Background: an optimization exercise with open tools, aiming at small area, a short achievable clock period and few clock cycles per item. Do not read the settings as production practice. Only simulation tests tie the RTL to the original design; equivalence was not proved. Power figures rest on the tool's default switching activity, not on a simulated workload.

==> v24: inputs <==
==> flow/design.v (excerpt) <==
module single_float_add_sub #(
  parameter int unsigned KEPT_ALIGN_BITS = 8
) (
  input  logic             clk_i,
  input  logic             rst_ni,
  input  logic             in_valid_i,
  output logic             in_stall_o,
  input  logic             mode_i,
  input  logic [31:0] a_bits_i,
  input  logic [31:0] b_bits_i,
  output logic             out_valid_o,
  input  logic             out_stall_i,
  output logic [31:0] result_bits_o,
  output logic             range_error_o
);
==> module sfa_datapath, before the edit <==
module sfa_datapath #(
  parameter int unsigned KeptAlignBits = 8
) (
  input  logic             mode_i,
  input  logic [31:0] a_bits_i,
  input  logic [31:0] b_bits_i,
  output logic [31:0] result_bits_o,
  output logic             range_error_o
);
  localparam int unsigned FracW = 23;
  localparam int unsigned ExpW  = 8;
  localparam int unsigned WordW = 32;
  localparam logic [FracW-1:0] FracMask = 23'h7fffff;
  localparam logic [ExpW-1:0]  ExpMax   = 8'd254;
  localparam int unsigned MagW = 24 + KeptAlignBits + 1;
  localparam int unsigned PosW = $clog2(MagW);
  logic [WordW-1:0] b_eff;
  logic             sa, sb, sign;
  logic [7:0]       ea, eb, gap;
  logic             a_zero, b_zero, a_big;
  logic [MagW-1:0]  ma, mb, mag, norm;
  logic [9:0]       ework, rexp;
  logic [PosW-1:0]  p;
  logic [FracW-1:0] frac;
  always_comb begin
    b_eff = b_bits_i ^ {mode_i, 31'd0};
    sa = a_bits_i[31];
    sb = b_eff[31];
    ea = a_bits_i[30:23];
    eb = b_eff[30:23];
    a_zero = (a_bits_i[30:0] == '0);
    b_zero = (b_eff[30:0] == '0);
    ma = MagW'({1'b1, a_bits_i[22:0]});
    mb = MagW'({1'b1, b_eff[22:0]});
    a_big = (ea >= eb);
    gap = a_big ? (ea - eb) : (eb - ea);
    ework = {2'b00, a_big ? eb : ea};
    if (gap <= 8'(KeptAlignBits)) begin
      if (a_big) ma = ma << gap;
      else mb = mb << gap;
    end else begin
      ework = {2'b00, a_big ? ea : eb};
      if (a_big) mb = (gap >= 8'd32) ? '0 : (mb >> gap);
      else ma = (gap >= 8'd32) ? '0 : (ma >> gap);
    end
    if (sa == sb) begin
      mag = ma + mb;
      sign = sa;
    end else if (ma >= mb) begin
      mag = ma - mb;
      sign = sa;
    end else begin
      mag = mb - ma;
      sign = sb;
    end
    p = '0;
    for (int i = 0; i < MagW; i++) begin
      if (mag[i]) p = PosW'(i);
    end
    norm = mag << (PosW'(MagW - 1) - p);
    frac = norm[MagW-2 -: FracW];
    rexp = ework + 10'(p) - 10'd23;
    range_error_o = 1'b0;
    if (a_zero) begin
      result_bits_o = b_zero ? '0 : b_eff;
    end else if (b_zero) begin
      result_bits_o = a_bits_i;
    end else if (mag == '0) begin
      result_bits_o = '0;
    end else if (!rexp[9] && rexp > {2'b00, ExpMax}) begin
      range_error_o = 1'b1;
      result_bits_o = {sign, 8'hff, 23'd0};
    end else if (rexp[9] || rexp == '0) begin
      range_error_o = 1'b1;
      result_bits_o = {sign, 31'd0};
    end else begin
      result_bits_o = {sign, rexp[7:0], frac & FracMask};
    end
  end
endmodule
==> module single_float_add_sub, before the edit <==
module single_float_add_sub #(
  parameter int unsigned KEPT_ALIGN_BITS = 8
) (
  input  logic             clk_i,
  input  logic             rst_ni,
  input  logic             in_valid_i,
  output logic             in_stall_o,
  input  logic             mode_i,
  input  logic [31:0] a_bits_i,
  input  logic [31:0] b_bits_i,
  output logic             out_valid_o,
  input  logic             out_stall_i,
  output logic [31:0] result_bits_o,
  output logic             range_error_o
);
  localparam int unsigned WordW = 32;
  logic             valid_q;
  logic [WordW-1:0] res_q, res_d;
  logic             err_q, err_d;
  logic             load;
  sfa_datapath #(.KeptAlignBits(KEPT_ALIGN_BITS)) u_dp (
    .mode_i, .a_bits_i, .b_bits_i,
    .result_bits_o(res_d), .range_error_o(err_d)
  );
  assign in_stall_o = valid_q && out_stall_i;
  assign load = in_valid_i && !in_stall_o;
  always_ff @(posedge clk_i or negedge rst_ni) begin
    if (!rst_ni) begin
      valid_q <= 1'b0;
    end else if (!in_stall_o) begin
      valid_q <= in_valid_i;
    end
  end
  always_ff @(posedge clk_i) begin
    if (load) begin
      res_q <= res_d;
      err_q <= err_d;
    end
  end
  assign out_valid_o = valid_q;
  assign result_bits_o = res_q;
  assign range_error_o = err_q;
endmodule
export LEC_CHECK = 0
export CAP_MARGIN = 20
export CORE_MARGIN = 2
export CORE_UTILIZATION = 40
export SLEW_MARGIN = 20
create_clock -name core_clock -period 14.0 [get_ports {clk_i}]
run.sh (not shown) runs the stock make flow with config.mk's settings and CLKGATE_MAP_FILE= SYNTH_SCRIPT=/design/flow/synth_recipe.tcl, a recipe that flattens the netlist after the stock synthesis.
==> v11: changes against v24 <==
==> flow/design.v (replaced) <==
module sfa_align #(
  parameter int unsigned KeptAlignBits = 8
) (
  input  logic        mode_i,
  input  logic [31:0] a_bits_i,
  input  logic [31:0] b_bits_i,
  output logic [22:0] l_frac_o,   
  output logic [7:0]  l_exp_o,    
  output logic [31:0] s_mag_o,    
  output logic        sign_o,     
  output logic        sub_o,      
  output logic        zero_op_o   
);
  logic [31:0] b_eff, l_w, s_w;
  logic        a_zero, b_zero, a_ge;
  logic [7:0]  gap;
  always_comb begin
    b_eff  = b_bits_i ^ {mode_i, 31'd0};
    a_zero = (a_bits_i[30:0] == '0);
    b_zero = (b_bits_i[30:0] == '0);
    a_ge   = (a_bits_i[30:0] >= b_bits_i[30:0]);
    l_w    = a_ge ? a_bits_i : b_eff;
    s_w    = a_ge ? b_eff : a_bits_i;
    gap    = l_w[30:23] - s_w[30:23];
    s_mag_o = {1'b1, s_w[22:0], 8'd0} >> gap;
    if (gap > 8'(KeptAlignBits)) s_mag_o[7:0] = 8'd0;
    zero_op_o = a_zero | b_zero;
    if (zero_op_o) s_mag_o = '0;
    l_frac_o = l_w[22:0];
    l_exp_o  = l_w[30:23];
    sign_o   = l_w[31] & ~(a_zero & b_zero);
    sub_o    = l_w[31] ^ s_w[31];
  end
endmodule
module sfa_norm (
  input  logic [22:0] l_frac_i,
  input  logic [7:0]  l_exp_i,
  input  logic [31:0] s_mag_i,
  input  logic        sign_i,
  input  logic        sub_i,
  input  logic        zero_op_i,
  output logic [31:0] result_bits_o,
  output logic        range_error_o
);
  logic [32:0] x, y, mag, norm;
  logic [5:0]  lz;
  logic [9:0]  rexp;
  always_comb begin
    x   = {2'b01, l_frac_i, 8'd0};
    y   = {1'b0, s_mag_i};
    mag = sub_i ? (x - y) : (x + y);
    lz = 6'd33;
    for (int i = 0; i < 33; i++) begin
      if (mag[i]) lz = 6'(32 - i);
    end
    norm = mag << lz;
    rexp = {2'b00, l_exp_i} + 10'd1 - {4'd0, lz};
    range_error_o = 1'b0;
    if (mag == '0) begin
      result_bits_o = '0;
    end else if (zero_op_i) begin
      result_bits_o = {sign_i, l_exp_i, l_frac_i};
    end else if (!rexp[9] && rexp > 10'd254) begin
      range_error_o = 1'b1;
      result_bits_o = {sign_i, 8'hff, 23'd0};
    end else if (rexp[9] || rexp == '0) begin
      range_error_o = 1'b1;
      result_bits_o = {sign_i, 31'd0};
    end else begin
      result_bits_o = {sign_i, rexp[7:0], norm[31:9]};
    end
  end
endmodule
module single_float_add_sub #(
  parameter int unsigned KEPT_ALIGN_BITS = 8
) (
  input  logic             clk_i,
  input  logic             rst_ni,
  input  logic             in_valid_i,
  output logic             in_stall_o,
  input  logic             mode_i,
  input  logic [31:0] a_bits_i,
  input  logic [31:0] b_bits_i,
  output logic             out_valid_o,
  input  logic             out_stall_i,
  output logic [31:0] result_bits_o,
  output logic             range_error_o
);
  logic        v1_q, v2_q, stall;
  logic [22:0] frac_d, frac_q;
  logic [7:0]  exp_d, exp_q;
  logic [31:0] smag_d, smag_q;
  logic        sign_d, sign_q, sub_d, sub_q, zop_d, zop_q;
  logic [31:0] res_d, res_q;
  logic        err_d, err_q;
  sfa_align #(.KeptAlignBits(KEPT_ALIGN_BITS)) u_align (
    .mode_i, .a_bits_i, .b_bits_i,
    .l_frac_o(frac_d), .l_exp_o(exp_d), .s_mag_o(smag_d),
    .sign_o(sign_d), .sub_o(sub_d), .zero_op_o(zop_d)
  );
  sfa_norm u_norm (
    .l_frac_i(frac_q), .l_exp_i(exp_q), .s_mag_i(smag_q),
    .sign_i(sign_q), .sub_i(sub_q), .zero_op_i(zop_q),
    .result_bits_o(res_d), .range_error_o(err_d)
  );
  assign stall = v2_q && out_stall_i;
  assign in_stall_o = stall;
  always_ff @(posedge clk_i or negedge rst_ni) begin
    if (!rst_ni) begin
      v1_q <= 1'b0;
      v2_q <= 1'b0;
    end else if (!stall) begin
      v1_q <= in_valid_i;
      v2_q <= v1_q;
    end
  end
  always_ff @(posedge clk_i) begin
    if (!stall) begin
      frac_q <= frac_d;
      exp_q  <= exp_d;
      smag_q <= smag_d;
      sign_q <= sign_d;
      sub_q  <= sub_d;
      zop_q  <= zop_d;
      res_q  <= res_d;
      err_q  <= err_d;
    end
  end
  assign out_valid_o = v2_q;
  assign result_bits_o = res_q;
  assign range_error_o = err_q;
endmodule
==> comparison table <==
| quantity | v24 | v11 |
|---|---|---|
| Critical-path cell with the highest stage delay | sky130_fd_sc_hd__or4_4 | sky130_fd_sc_hd__nor2_2 |
| Total wirelength of the detailed-routed design | 96.0 mm | 44.2 mm |
| Status | complete, no violations | complete, no violations |
| Cell count after placement | 3,713 | 1,943 |
| Finished Core Util | 0.582 | 0.454 |
| Fraction of layout instances using a drive strength above 1 | 0.301 | 0.0778 |
| Overall fraction of global-route tracks in use | 0.420 | 0.266 |
| CP Data Required Time | 14,030 ps | 14,190 ps |
| Placement Cell Area | 0.0235 mm² | 0.0139 mm² |
| Worst-skew pair later-pin latency | 270 ps | 370 ps |
| Logic pwr share | 0.939 | 0.680 |
| Worst reg-to-reg setup slack | 12,620 ps | 5070 ps |
| Clock Network Area Fraction | 0.00572 | 0.0201 |
| CP max stage delay | 540 ps | 950 ps |
| Multi-input gate share of the layout cell area | 0.624 | 0.625 |
| Number of gates resized after cts | 13 | 0 |
| Die X | 209 µm | 182 µm |
| FFs & Latches | 34 | 101 |
| Clock tree buffer count of the final layout | 6 | 9 |
| Drt initial violations | 3,109 | 1,527 |
| Layout fillers | 4,032 | 3,043 |
| Worst hold stages | 2 | 1 |
| Internal power summed over all cells | 2.89 mW | 1.19 mW |
| IR drop worst, VDD | 0.000207 V | 0.0000849 V |
Testbench counts of v24, summed over its fixed seeds: cycles 16,008, items 16,000.
Testbench counts of v11, summed over its fixed seeds: cycles 16,016, items 16,000.

[afterwards: timing with drivers on the ports]
In the flow no input, the clock included, has a driving cell. The finished layouts below were timed again as built, in two steps. Step 1: set_driving_cell puts a clkbuf_16 on clk_i and a buf_2 on each other input, an assumption about the parent block. Step 2 adds t to the input delays and takes it off the output delays; t is the mean of the earliest and latest rising clock arrival at the registers after step 1. Input paths then give back, and output paths get back, about the clock's delay inside the block. Three values: ideal ports, drivers, drivers and shift; two values: the first two.
| run | t, ns | slack for setup (ns) | hold WS [ns] | slew at the worst register clock pin (ns) | cell pins on the clock port's net |
|---|---|---|---|---|---|
| v24 | 0.309 | 0.334 / 0.348 / 0.039 | 0.666 / 0.666 / 0.666 | 0.05 / 0.05 | 1 |
| v11 | 0.409 | 5.074 / 5.074 / 5.074 | 0.461 / 0.461 / 0.461 | 0.08 / 0.08 | 1 |
After both steps setup and hold are still met in every run listed. The setup slack of v24, which loses most, moves by +0.014 ns with the drivers and by -0.295 ns with both steps.
